Source: an optimization exercise on an open RTL-to-GDS flow (aim: small area, a short achievable clock period and few clock cycles per item). Production flows keep margins and buffers that such runs may drop.
No run shown here included a check of the RTL's function; only the layout flow was run.
Power figures rest on the tool's default switching activity, not on a simulated workload.

==> flow/design.v, too long to show whole: its modules and the start of the top module <==
// module csa_fa: 9 lines
// module csa_ha: 8 lines
// module binary_neuron: 972 lines
module binary_neuron (
    input  logic                    clk,
    input  logic                    reset,
    input  logic                    in_valid,
    output logic                    in_ready,
    input  logic [320:0]            in_req,
    output logic                    out_valid,
    input  logic                    out_ready,
    output logic [9:0]              out_sum
);
  // ...
==> flow/flow/run.sh <==
#!/bin/bash
# The standard layout (standard.sh: ORFS synthesis to final layout), with
# two changes:
#  - the input and output ports are buffered with the smallest buffer,
#    sky130_fd_sc_hd__buf_1, instead of the cell buffer_ports picks by default
#    (clkdlybuf4s50_1); later repair steps may still resize them;
#  - clock tree synthesis adds no dummy loads to the clock tree.
set -euo pipefail
export BUFFER_PORTS_ARGS="-buffer_cell sky130_fd_sc_hd__buf_1"
export CTS_ARGS="-sink_clustering_enable -repair_clock_nets -buf_list sky130_fd_sc_hd__clkbuf_8 -dont_use_dummy_load"
bash standard.sh > standard_flow.log 2>&1
==> flow/standard.sh <==
#!/bin/bash
# synth_recipe.tcl (not shown) runs the flow's synth.tcl, then flattens the netlist and writes it again
# the make line also repeats each setting of config.mk as NAME=value (left out here)
make -C /OpenROAD-flow-scripts/flow DESIGN_CONFIG=/design/flow/config.mk WORK_HOME=/design/flow/orfs CLKGATE_MAP_FILE= SYNTH_SCRIPT=/design/flow/synth_recipe.tcl "${@:-finish}"
==> flow/config.mk <==
export PLATFORM = sky130hd
export DESIGN_NAME = binary_neuron
export DESIGN_NICKNAME = binary_neuron
export VERILOG_FILES = /design/flow/design.v
export SDC_FILE = /design/flow/constraint.sdc
export NUM_CORES = 4
export LEC_CHECK = 0
export CAP_MARGIN = 20
export CORE_MARGIN = 2
export CORE_UTILIZATION = 40
export CTS_BUF_LIST = sky130_fd_sc_hd__clkbuf_8
export SETUP_SLACK_MARGIN = 3.5
export SLEW_MARGIN = 20
export SYNTH_HIERARCHICAL = 1
export SYNTH_MINIMUM_KEEP_SIZE = 0
==> flow/constraint.sdc <==
create_clock -name core_clock -period 6.0 [get_ports {clk}]
set_input_delay 1.2000 -clock core_clock [delete_from_list [all_inputs] [get_ports {clk}]]
set_output_delay 1.2000 -clock core_clock [all_outputs]
set_load 0.01 [all_outputs]
==> summary.md, run 1 <==
| Metric | Value |
|---|---|
| Register clock-pin slew on the reported worst setup and hold paths | 60 ps |
| Switching share of power | 38.2% |
| Grt total ovfl | 0 |
| Global Route Usage Sum | 18.8% |
| Final clock-cell share | 3.31% |
| Die area | 37900 µm² |
| Met1 usage in global routing | 23.9% |
| Sequential power share | 35.9% |
| Reg-to-Reg Start | r1_c116 |
| Gp weighted congestion | 0.837 |
| Static leakage power | 6.65 nW |
| Depth of the CTS H-tree | 2 |
| Slack of the worst reg-to-reg path | 3560 ps |
| Chip Width | 195 µm |
| Post-layout nets | 2141 |
| Placed cell count | 1973 |
| PD cells | 471 nW/µm² |
| Share of layout cells above drive strength 1 | 9.40% |
| Combined flip-flop and latch cell area | 5450 µm² |
| Status | complete, no violations |
| FP Rows | 69 |
| Antenna cell count | 0 |
| Most common cell on crit path | fa_1 |
| Cell internal pwr | 5.08 mW |
| Wire length of the first global-routing pass | 54200 µm |
| Count of different cell masters after synthesis | 33 |
| Uppermost layer routed | met4 |
| Starting DRT DRC Count | 277 |
| Share of the yosys chip area belonging to registers | 37.4% |
| Length of routed met2 wiring | 18500 µm |
| Class of the most critical setup path | in2reg |
==> run 2: changes to the inputs <==
--- a/flow/design.v
+++ b/flow/design.v
@@ -215,17 +215,17 @@
     wire q3_61 = ~(in_req[76] ^ (~in_req[3] & (in_req[73] | in_req[74] | in_req[75])));
     wire p1_62 = in_req[70] ^ (~in_req[2] & in_req[69]);
     wire p2_62 = in_req[71] ^ (~in_req[2] & (in_req[69] | in_req[70]));
     wire q3_62 = ~(in_req[72] ^ (~in_req[2] & (in_req[69] | in_req[70] | in_req[71])));
     wire p1_63 = in_req[66] ^ (~in_req[1] & in_req[65]);
     wire p2_63 = in_req[67] ^ (~in_req[1] & (in_req[65] | in_req[66]));
     wire q3_63 = ~(in_req[68] ^ (~in_req[1] & (in_req[65] | in_req[66] | in_req[67])));
     logic r1_s39, r1_s41, r1_s43, r1_s45, r1_s47, r1_s49, r1_s51, r1_s53, r1_s55, r1_s107, r1_c44, r1_c46, r1_c48, r1_c50, r1_c52, r1_c54, r1_c56, r1_s109, r1_s111, r1_s113, r1_s115, r1_s117, r1_s119, r1_s121, r1_s123, r1_s125, r1_s127, r1_s129, r1_s131, r1_s133, r1_s135, r1_c110, r1_c112, r1_c114, r1_c116, r1_c118, r1_c120, r1_c122, r1_c124, r1_c126, r1_c128, r1_c130, r1_c132, r1_c134, r1_c136, r1_s203, r1_s205, r1_s207, r1_s209, r1_s211, r1_s213, r1_s215, r1_s217, r1_s219, r1_s221, r1_s223, r1_s225, r1_s227, r1_s229, r1_s231, r1_s311, r1_s313, r1_c204, r1_c206, r1_c208, r1_c210, r1_c212, r1_c214, r1_c216, r1_c218, r1_c220, r1_c222, r1_c224, r1_c226, r1_c228, r1_c230, r1_c232, r1_s315, r1_s317, r1_s319, r1_s321, r1_s323, r1_s325, r1_s327, r1_s329, r1_s331, r1_s333, r1_s335, r1_s337, r1_s339, r1_s341, r1_c314, r1_c316, r1_c318, r1_c320, r1_c322, r1_c324, r1_c326, r1_c328, r1_c330, r1_c332, r1_c334, r1_c336, r1_c338, r1_c340, r1_c342, r1_s393, r1_s395, r1_s397, r1_s399, r1_s401, r1_s403, r1_s405, r1_c394, r1_c396, r1_c398, r1_c400, r1_c402, r1_c404, r1_c406;
-    logic r2_s265, r2_s267, r2_s269, r2_s379, r2_c268, r2_s381, r2_c270, r2_s383, r2_s385, r2_c376, r2_c378, r2_c380, r2_s433, r2_c382, r2_s435, r2_s437, r2_s439, r2_c384, r2_c386, r2_s459, r2_s461, r2_s463, r2_c434, r2_c436, r2_c438, r2_s465, r2_c440, r2_s467, r2_s483, r2_c464, r2_c466, r2_c468, r2_s485, r2_c484, r2_c486, r2_s63, r2_s157, r2_s159;
+    logic r2_s265, r2_s267, r2_s269, r2_c270, r2_s383, r2_s385, r2_s387, r2_s437, r2_s439, r2_c384, r2_c386, r2_s441, r2_c388, r2_s443, r2_s465, r2_c440, r2_s467, r2_c442, r2_s469, r2_c444, r2_s471, r2_c468, r2_s485, r2_c470, r2_c472, r2_s487, r2_c488, r2_s497, r2_c498, r2_s63, r2_s157, r2_s159;
     logic r3_s477, r3_c452, r3_s479, r3_c478, r3_s493, r3_c480, r3_c492, r3_s499, r3_c494, r3_c498, r3_c500, r3_s63, r3_s157, r3_s271, r3_s391, r3_s451, r3_s159;
     wire s1 = ~(in_req[317] ^ in_req[313]);
     wire c2 = in_req[317] | in_req[313];
     wire s3, c4;
     csa_fa u_s3 (.a(in_req[309]), .b(in_req[305]), .c(in_req[301]), .s(s3), .co(c4));
     wire s5, c6;
     csa_fa u_s5 (.a(in_req[297]), .b(in_req[293]), .c(in_req[289]), .s(s5), .co(c6));
     wire s7, c8;
@@ -604,21 +604,21 @@
     csa_fa u_s379 (.a(c258), .b(c260), .c(s365), .s(s379), .co(c380));
     wire s381, c382;
     csa_fa u_s381 (.a(s367), .b(c262), .c(s369), .s(s381), .co(c382));
     wire s383, c384;
     csa_fa u_s383 (.a(s371), .b(s373), .c(c264), .s(s383), .co(c384));
     wire s385, c386;
     csa_fa u_s385 (.a(c266), .b(s375), .c(s377), .s(s385), .co(c386));
     wire s387, c388;
-    csa_fa u_s387 (.a(r2_s379), .b(r2_c268), .c(r2_s381), .s(s387), .co(c388));
+    csa_fa u_s387 (.a(s379), .b(c268), .c(s381), .s(s387), .co(c388));
     wire s389, c390;
     csa_fa u_s389 (.a(r2_c270), .b(r2_s383), .c(r2_s385), .s(s389), .co(c390));
     wire s391, c392;
-    csa_fa u_s391 (.a(s387), .b(c272), .c(s389), .s(s391), .co(c392));
+    csa_fa u_s391 (.a(r2_s387), .b(c272), .c(s389), .s(s391), .co(c392));
     wire s393 = ~(c274 ^ c276);
     wire c394 = c274 | c276;
     wire s395, c396;
     csa_fa u_s395 (.a(c278), .b(c280), .c(c282), .s(s395), .co(c396));
     wire s397, c398;
     csa_fa u_s397 (.a(c284), .b(c286), .c(c288), .s(s397), .co(c398));
     wire s399, c400;
     csa_fa u_s399 (.a(c290), .b(c292), .c(c294), .s(s399), .co(c400));
@@ -658,25 +658,25 @@
     csa_fa u_s433 (.a(c364), .b(c366), .c(c368), .s(s433), .co(c434));
     wire s435, c436;
     csa_fa u_s435 (.a(s421), .b(c370), .c(c372), .s(s435), .co(c436));
     wire s437, c438;
     csa_fa u_s437 (.a(c374), .b(s423), .c(s425), .s(s437), .co(c438));
     wire s439, c440;
     csa_fa u_s439 (.a(s427), .b(s429), .c(s431), .s(s439), .co(c440));
     wire s441, c442;
-    csa_fa u_s441 (.a(r2_c376), .b(r2_c378), .c(r2_c380), .s(s441), .co(c442));
+    csa_fa u_s441 (.a(c376), .b(c378), .c(c380), .s(s441), .co(c442));
     wire s443, c444;
-    csa_fa u_s443 (.a(r2_s433), .b(r2_c382), .c(r2_s435), .s(s443), .co(c444));
+    csa_fa u_s443 (.a(s433), .b(c382), .c(s435), .s(s443), .co(c444));
     wire s445, c446;
     csa_fa u_s445 (.a(r2_s437), .b(r2_s439), .c(r2_c384), .s(s445), .co(c446));
     wire s447, c448;
-    csa_fa u_s447 (.a(r2_c386), .b(s441), .c(c388), .s(s447), .co(c448));
+    csa_fa u_s447 (.a(r2_c386), .b(r2_s441), .c(r2_c388), .s(s447), .co(c448));
     wire s449, c450;
-    csa_fa u_s449 (.a(s443), .b(c390), .c(s445), .s(s449), .co(c450));
+    csa_fa u_s449 (.a(r2_s443), .b(c390), .c(s445), .s(s449), .co(c450));
     wire s451, c452;
     csa_fa u_s451 (.a(s447), .b(c392), .c(s449), .s(s451), .co(c452));
     wire s453 = ~(r1_c394 ^ r1_c396);
     wire c454 = r1_c394 | r1_c396;
     wire s455, c456;
     csa_fa u_s455 (.a(r1_c398), .b(r1_c400), .c(r1_c402), .s(s455), .co(c456));
     wire s457, c458;
     csa_fa u_s457 (.a(r1_c404), .b(r1_c406), .c(c408), .s(s457), .co(c458));
@@ -686,47 +686,47 @@
     csa_fa u_s461 (.a(c416), .b(c418), .c(c420), .s(s461), .co(c462));
     wire s463, c464;
     csa_fa u_s463 (.a(s453), .b(s455), .c(c422), .s(s463), .co(c464));
     wire s465, c466;
     csa_fa u_s465 (.a(c424), .b(c426), .c(s457), .s(s465), .co(c466));
     wire s467, c468;
     csa_fa u_s467 (.a(c428), .b(c430), .c(c432), .s(s467), .co(c468));
     wire s469, c470;
-    csa_fa u_s469 (.a(r2_s459), .b(r2_s461), .c(r2_s463), .s(s469), .co(c470));
+    csa_fa u_s469 (.a(s459), .b(s461), .c(s463), .s(s469), .co(c470));
     wire s471, c472;
-    csa_fa u_s471 (.a(r2_c434), .b(r2_c436), .c(r2_c438), .s(s471), .co(c472));
+    csa_fa u_s471 (.a(c434), .b(c436), .c(c438), .s(s471), .co(c472));
     wire s473, c474;
     csa_fa u_s473 (.a(r2_s465), .b(r2_c440), .c(r2_s467), .s(s473), .co(c474));
     wire s475, c476;
-    csa_fa u_s475 (.a(c442), .b(s469), .c(c444), .s(s475), .co(c476));
+    csa_fa u_s475 (.a(r2_c442), .b(r2_s469), .c(r2_c444), .s(s475), .co(c476));
     wire s477, c478;
-    csa_fa u_s477 (.a(s471), .b(s473), .c(c446), .s(s477), .co(c478));
+    csa_fa u_s477 (.a(r2_s471), .b(s473), .c(c446), .s(s477), .co(c478));
     wire s479, c480;
     csa_fa u_s479 (.a(c448), .b(s475), .c(c450), .s(s479), .co(c480));
     wire s481, c482;
     csa_fa u_s481 (.a(r3_s477), .b(r3_c452), .c(r3_s479), .s(s481), .co(c482));
     wire s483 = ~(c454 ^ c456);
     wire c484 = c454 | c456;
     wire s485, c486;
     csa_fa u_s485 (.a(c458), .b(c460), .c(c462), .s(s485), .co(c486));
     wire s487, c488;
-    csa_fa u_s487 (.a(r2_s483), .b(r2_c464), .c(r2_c466), .s(s487), .co(c488));
+    csa_fa u_s487 (.a(s483), .b(c464), .c(c466), .s(s487), .co(c488));
     wire s489, c490;
-    csa_fa u_s489 (.a(r2_c468), .b(r2_s485), .c(c470), .s(s489), .co(c490));
+    csa_fa u_s489 (.a(r2_c468), .b(r2_s485), .c(r2_c470), .s(s489), .co(c490));
     wire s491, c492;
-    csa_fa u_s491 (.a(c472), .b(s487), .c(c474), .s(s491), .co(c492));
+    csa_fa u_s491 (.a(r2_c472), .b(r2_s487), .c(c474), .s(s491), .co(c492));
     wire s493, c494;
     csa_fa u_s493 (.a(s489), .b(c476), .c(s491), .s(s493), .co(c494));
     wire s495, c496;
     csa_fa u_s495 (.a(r3_c478), .b(r3_s493), .c(r3_c480), .s(s495), .co(c496));
-    wire s497 = ~(r2_c484 ^ r2_c486);
-    wire c498 = r2_c484 | r2_c486;
+    wire s497 = ~(c484 ^ c486);
+    wire c498 = c484 | c486;
     wire s499, c500;
-    csa_fa u_s499 (.a(c488), .b(s497), .c(c490), .s(s499), .co(c500));
+    csa_fa u_s499 (.a(r2_c488), .b(r2_s497), .c(c490), .s(s499), .co(c500));
     wire s501, c502;
     csa_fa u_s501 (.a(r3_c492), .b(r3_s499), .c(r3_c494), .s(s501), .co(c502));
     wire s503 = ~(r3_c498 ^ r3_c500);
     wire c504 = r3_c498 | r3_c500;
     wire [9:0] row_a = {c504, s503, s501, s495, s481, r3_s451, r3_s391, r3_s271, r3_s157, r3_s63};
     wire [9:0] row_b = {1'b0, c502, c496, c482, 1'b0, 1'b0, 1'b0, 1'b0, r3_s159, 1'b0};
     wire [9:0] total = row_a + row_b;
     logic         accept, pop;
@@ -878,63 +878,57 @@
         r1_c402 <= c402;
         r1_c404 <= c404;
         r1_c406 <= c406;
     end
     always_ff @(posedge clk) begin
         r2_s265 <= s265;
         r2_s267 <= s267;
         r2_s269 <= s269;
-        r2_s379 <= s379;
-        r2_c268 <= c268;
-        r2_s381 <= s381;
         r2_c270 <= c270;
         r2_s383 <= s383;
         r2_s385 <= s385;
-        r2_c376 <= c376;
-        r2_c378 <= c378;
-        r2_c380 <= c380;
-        r2_s433 <= s433;
-        r2_c382 <= c382;
-        r2_s435 <= s435;
+        r2_s387 <= s387;
         r2_s437 <= s437;
         r2_s439 <= s439;
         r2_c384 <= c384;
         r2_c386 <= c386;
-        r2_s459 <= s459;
-        r2_s461 <= s461;
-        r2_s463 <= s463;
-        r2_c434 <= c434;
-        r2_c436 <= c436;
-        r2_c438 <= c438;
+        r2_s441 <= s441;
+        r2_c388 <= c388;
+        r2_s443 <= s443;
         r2_s465 <= s465;
         r2_c440 <= c440;
         r2_s467 <= s467;
-        r2_s483 <= s483;
-        r2_c464 <= c464;
-        r2_c466 <= c466;
+        r2_c442 <= c442;
+        r2_s469 <= s469;
+        r2_c444 <= c444;
+        r2_s471 <= s471;
         r2_c468 <= c468;
         r2_s485 <= s485;
-        r2_c484 <= c484;
-        r2_c486 <= c486;
+        r2_c470 <= c470;
+        r2_c472 <= c472;
+        r2_s487 <= s487;
+        r2_c488 <= c488;
+        r2_s497 <= s497;
+        r2_c498 <= c498;
         r2_s63 <= s63;
         r2_s157 <= s157;
         r2_s159 <= s159;
     end
     always_ff @(posedge clk) begin
         r3_s477 <= s477;
         r3_c452 <= c452;
         r3_s479 <= s479;
         r3_c478 <= c478;
         r3_s493 <= s493;
         r3_c480 <= c480;
         r3_c492 <= c492;
         r3_s499 <= s499;
         r3_c494 <= c494;
-        r3_c498 <= c498;
+        r3_c498 <= r2_c498;
         r3_c500 <= c500;
         r3_s63 <= r2_s63;
         r3_s157 <= r2_s157;
         r3_s271 <= s271;
         r3_s391 <= s391;
         r3_s451 <= s451;
         r3_s159 <= r2_s159;
     end
==> flow/config.mk (replaced) <==
export PLATFORM = sky130hd
export DESIGN_NAME = binary_neuron
export DESIGN_NICKNAME = binary_neuron
export VERILOG_FILES = /design/flow/design.v
export SDC_FILE = /design/flow/constraint.sdc
export NUM_CORES = 4
export LEC_CHECK = 0
export CAP_MARGIN = 20
export CORE_MARGIN = 2
export CORE_UTILIZATION = 40
export CTS_BUF_LIST = sky130_fd_sc_hd__clkbuf_8
export SLEW_MARGIN = 20
export SYNTH_HIERARCHICAL = 1
export SYNTH_MINIMUM_KEEP_SIZE = 0
==> summary.md, run 2 <==
| Metric | Value |
|---|---|
| Status | complete, no violations (unchanged) |
| Fill cell count | 3351 (was 3261) |
| Top cells by area in the synthesized netlist | fa_1 34%, dfxtp_1 26%, edfxtp_1 10% (was fa_1 33%, dfxtp_1 27%, edfxtp_1 10%) |
| Number of flip-flops and latches in the synthesized netlist | 241 (was 247) |
| Highest net fanout along the worst path | 4 (unchanged) |
| Leading cell type in the layout, fill and taps excluded | buf_1 (unchanged) |
| Proportion of register bits with asynchronous set or reset after synthesis | 0% (unchanged) |
| Cell internal pwr | 5.12 mW (was 5.08 mW) |
| Most frequent cells in the layout | 336 x buf_1, 243 x fa_1, 215 x nor2_1 (was 312 x buf_1, 230 x fa_1, 214 x nor2_1) |
| Slew headroom | 41.3% (was 40.7%) |
| Count of different cell masters after synthesis | 32 (was 33) |
| Core Area | 35600 µm² (was 35700 µm²) |
| Final cycle utilization of the critical path | 42.2% (was 40.9%) |
| Static leakage power | 6.18 nW (was 6.65 nW) |
| Total negative slack for setup checks | 0 ps (unchanged) |
| Depth of the CTS H-tree | 2 (unchanged) |
| Pin count of the biggest net entering global routing | 25 (was 27) |
| Initial antenna violation count | 0 (unchanged) |
| Largest regs | q_data: 40 flops, out_sum: 10 flops, pending: 5 flops (unchanged) |
| Max frequency | 395 MHz (was 407 MHz) |
| Antenna cell count | 0 (unchanged) |
| Number of clock sinks | 241 (was 247) |
| Sequential power share | 34.3% (was 35.9%) |
| Multiplexer share of the synthesized area | 0.139% (was 0.138%) |
| Utilization of the core after routing | 47.2% (was 48.9%) |
| Largest register FFs | 40 (unchanged) |
| Clk Latency, worst-skew pair | 530 ps (about the same) |
| Cell accounting for the most synthesized area | fa_1 (unchanged) |
| Global Route Usage Sum | 18.8% (about the same) |
| WL/cell | 17.2 µm (was 17.3 µm) |
| Post-CTS Resized | 0 (was 4) |
| Leading cell types by count after synthesis | 243 x fa_1, 215 x nor2_1, 191 x dfxtp_1 (was 243 x fa_1, 215 x nor2_1, 197 x dfxtp_1) |
| Class of the most critical setup path | in2reg (unchanged) |
| Most used standard cell by instance count after synthesis | fa_1 (unchanged) |
| Port Buf Inserts | 336 (unchanged) |
| CTS root buffer | clkbuf_8 (unchanged) |
| Maximum VDD drop | 0.350 mV (was 0.304 mV) |
| Count of final hold-check violations | 0 (unchanged) |
| FP Rows | 69 (unchanged) |
| Share of the synthesized area in the top cell type | 33.7% (was 33.4%) |
| Share of layout cells above drive strength 1 | 2.97% (was 9.40%) |
| Count of buffers added by post-CTS timing repair for setup | 0 (unchanged) |
| Post-layout nets | 2136 (was 2141) |
| Combinational family with the most area after synthesis | adder cells (unchanged) |
| Worst hold path type | reg2reg (unchanged) |
| Starting DRT DRC Count | 318 (was 277) |
| Growth of design area from synthesis to finish | 16.3% (was 19.9%) |
| Count of yosys warnings during synthesis | 8 (unchanged) |
| Tightest hold margin | 326 ps (was 318 ps) |
| Syn nets | 1768 (was 1772) |
| Fin Clk Skew | 53.5 ps (was 64.8 ps) |
| Final setup violation count | 0 (unchanged) |
| Vias post-DR | 9298 (was 9252) |
| Wire length of the first global-routing pass | 54200 µm (about the same) |
| Slew Limit Fails | 0 (unchanged) |
| Cell area after synthesis | 14400 µm² (was 14600 µm²) |
| Actual slew at the worst max-slew pin | 881 ps (was 890 ps) |
| Syn Area/Cell | 12.2 µm² (was 12.3 µm²) |
| Net Switching | 3.29 mW (was 3.14 mW) |
| Share of the yosys chip area belonging to registers | 36.9% (was 37.4%) |
| Post-synthesis simple-gate area fraction | 11.9% (was 11.7%) |
| MaxCap Viol Count | 0 (unchanged) |
| Number of nets with antenna violations after routing | 0 (unchanged) |
| Count of boundary I/O pins | 337 (unchanged) |
| DRC violations left | 0 (unchanged) |
| Switching share of power | 39.1% (was 38.2%) |
| Type of origin of the critical path | input port (unchanged) |
| Chip Width | 194 µm (was 195 µm) |
| Compound-Gate Fraction of Synth Area | 2.74% (was 2.66%) |
| Synthesized-area fraction occupied by xor and xnor cells | 12.1% (was 12.0%) |
| Grt total ovfl | 0 (unchanged) |
| Max incr delay on CP | 570 ps (was 480 ps) |
| Kind of end point of the critical path | register (unchanged) |
| Initial Util | 40.6% (was 40.8%) |
| Critical path's slowest cell | fa_1 (unchanged) |
| Post-layout min period | 2530 ps (was 2450 ps) |
| Largest buffer count on any clock path | 3 (unchanged) |
| Largest reg by FF count | q_data (unchanged) |
| Number of hold-repair buffers added at the cts stage | 0 (unchanged) |
| PD cells | 501 nW/µm² (was 471 nW/µm²) |
| Register clock-pin slew on the reported worst setup and hold paths | 60 ps (about the same) |
| Via count of the first global-routing pass | 10200 (about the same) |
| Fraction of the mapped netlist area in adder cells | 35.2% (was 34.9%) |
| Critical path cell sequence | buf_1, nor2_1, nor2_1, xor2_1, fa_1, fa_1 (was buf_1, nor3_1, nor2_1, xnor2_1, fa_1, fa_1) |
| Vias per cell | 4.63 (was 4.59) |
| Initial DRT Pass Iterations | 4 (was 5) |
| Arrival time of the worst setup path | 2910 ps (was 2860 ps) |
| Total length of routed wires | 34700 µm (was 35000 µm) |
| Part of the total power dissipated in the clock network | 13.6% (was 14.4%) |
| Required time at the worst-slack endpoint | 6380 ps (was 6410 ps) |
| Clock buffers created by TritonCTS | 40 (was 42) |
| Height of the chip | 194 µm (was 195 µm) |
| Unrepaired setup endpoints after global routing | no (was yes) |
| Die area | 37600 µm² (was 37900 µm²) |
| Ys flop type | dfxtp_1 (unchanged) |
| Gp weighted congestion | 0.827 (was 0.837) |
| Post-synth EDFFs | 50 (unchanged) |
| TritonCTS clock tree | yes (unchanged) |
| Gate count of the mapped netlist | 1183 (was 1187) |
| Power share of the combinational group | 52.1% (was 49.7%) |
| Detail Placement HPWL | 30300 µm (was 30500 µm) |
[run 2: cell types whose count changed in the layout (fill, tap and decap cells not counted), sizes merged, moves of 3 or more]
cell	delta
clkbuf	-22
dfxtp	-6
buf	+20
nand3	+3
[run 2: routing by layer]
layer  share of wire (%)  up-vias  global-route usage [%]
met4                 1.6        0                    3.98
met5                   0        -                       0
met1                  40     4496                    22.8
met2                  54      268                    35.0
met3                 4.6       41                    2.92
li1                    -     4493                       -
[run 2: per-stage QoR]
step / setup slack, ps / instances / cell area (µm²) / total power [mW]
3_5_place_dp: 2890 / 1970 / 16200 / 7.43
3_3_place_gp: 2880 / 1970 / 16200 / 7.27
4_1_cts: 3430 / 2010 / 16800 / 8.60
2_1_floorplan: 3340 / 1183 / 14400 / 5.63
6_report: 3470 / 2010 / 16800 / 8.41
5_1_grt: 3340 / 2010 / 16800 / 9.31
[run 2: Yosys stat by module (local to each module, per instance)]
module,times used,cells inside
binary_neuron,1,940
csa_fa,243,1
[run 2: cells by family (layout without fill, tap and decap cells)]
logic type	after synthesis	after routing
AOI/OAI and AO/OA	57	57
xor gates and xnor gates	199	199
adders and majority gates	260	260
buffers and inverters	45	411
DFF	241	241
muxes	2	2
and+or+nand+nor	379	379
[run 2: path summary, 6_finish.rpt]
check	startpoint	to	slack (ps)	depth (start not counted)
max	in_req[101]	r1_s231	3470	6
min	r2_s63	r3_s63	330	0
min reg2reg	r2_s63	r3_s63	330	0
max reg2reg	r1_s311	r2_s387	3500	4
[run 2: critical path: cells and delay by family]
| kind | cells | cell delay [ps] |
|---|---|---|
| buf+inv | 1 | 200 |
| simple gates | 2 | 170 |
| fa+ha+maj | 2 | 1070 |
| xor+xnor | 1 | 260 |
[run 2: power groups by stage]
stage                     combinational [mW]  clock, mW  sequential, mW
after floorplan                         2.84          0            2.80
after global placement                  4.34          0            2.93
after detailed placement                4.50          0            2.93
after CTS                               4.51       1.19            2.90
after global routing                    5.10       1.26            2.94
final                                   4.38       1.15            2.88
[run 2: final cells by class]
| type | instances | area, µm² | area share, % |
|---|---|---|---|
| inverter | 35 | 131 | 0.782 |
| multi-input combinational | 897 | 8950 | 53.3 |
| tap | 461 | 577 | 3.43 |
| timing repair buffer | 336 | 1260 | 7.51 |
| sequential | 241 | 5330 | 31.7 |
| clock buffer | 40 | 551 | 3.28 |

## separate check: timing with driven ports
No port has a modelled driver above. Below, the same layouts with a new extraction and two added sets of constraints.
Step 1 sets driving cells, clkbuf_16 on the clock port and buf_2 on the other inputs (assumed; they add their load-dependent delay and slew).
Step 2 moves the port delays by t, midway between the first and last clock arrival at a register: inputs arrive t later, outputs are due t later. That takes back most of the time a late clock gives input paths.
Three values: ideal, step 1, step 2; two values: the first two.
run | t, ns | setup WS [ns] | hold slack, ns | latest minus earliest clock arrival (ns) | pins driven straight from the clock port
run 1 | 0.545 | 3.545 / 3.556 / 3.019 | 0.318 / 0.318 / 0.318 | 0.066 / 0.066 | 1
run 2 | 0.543 | 3.470 / 3.483 / 2.940 | 0.326 / 0.326 / 0.326 | 0.054 / 0.054 | 1
After both steps every run listed still meets setup and hold. The setup slack of run 2, which loses most, moves by +0.013 ns with the drivers and by -0.530 ns with both steps.
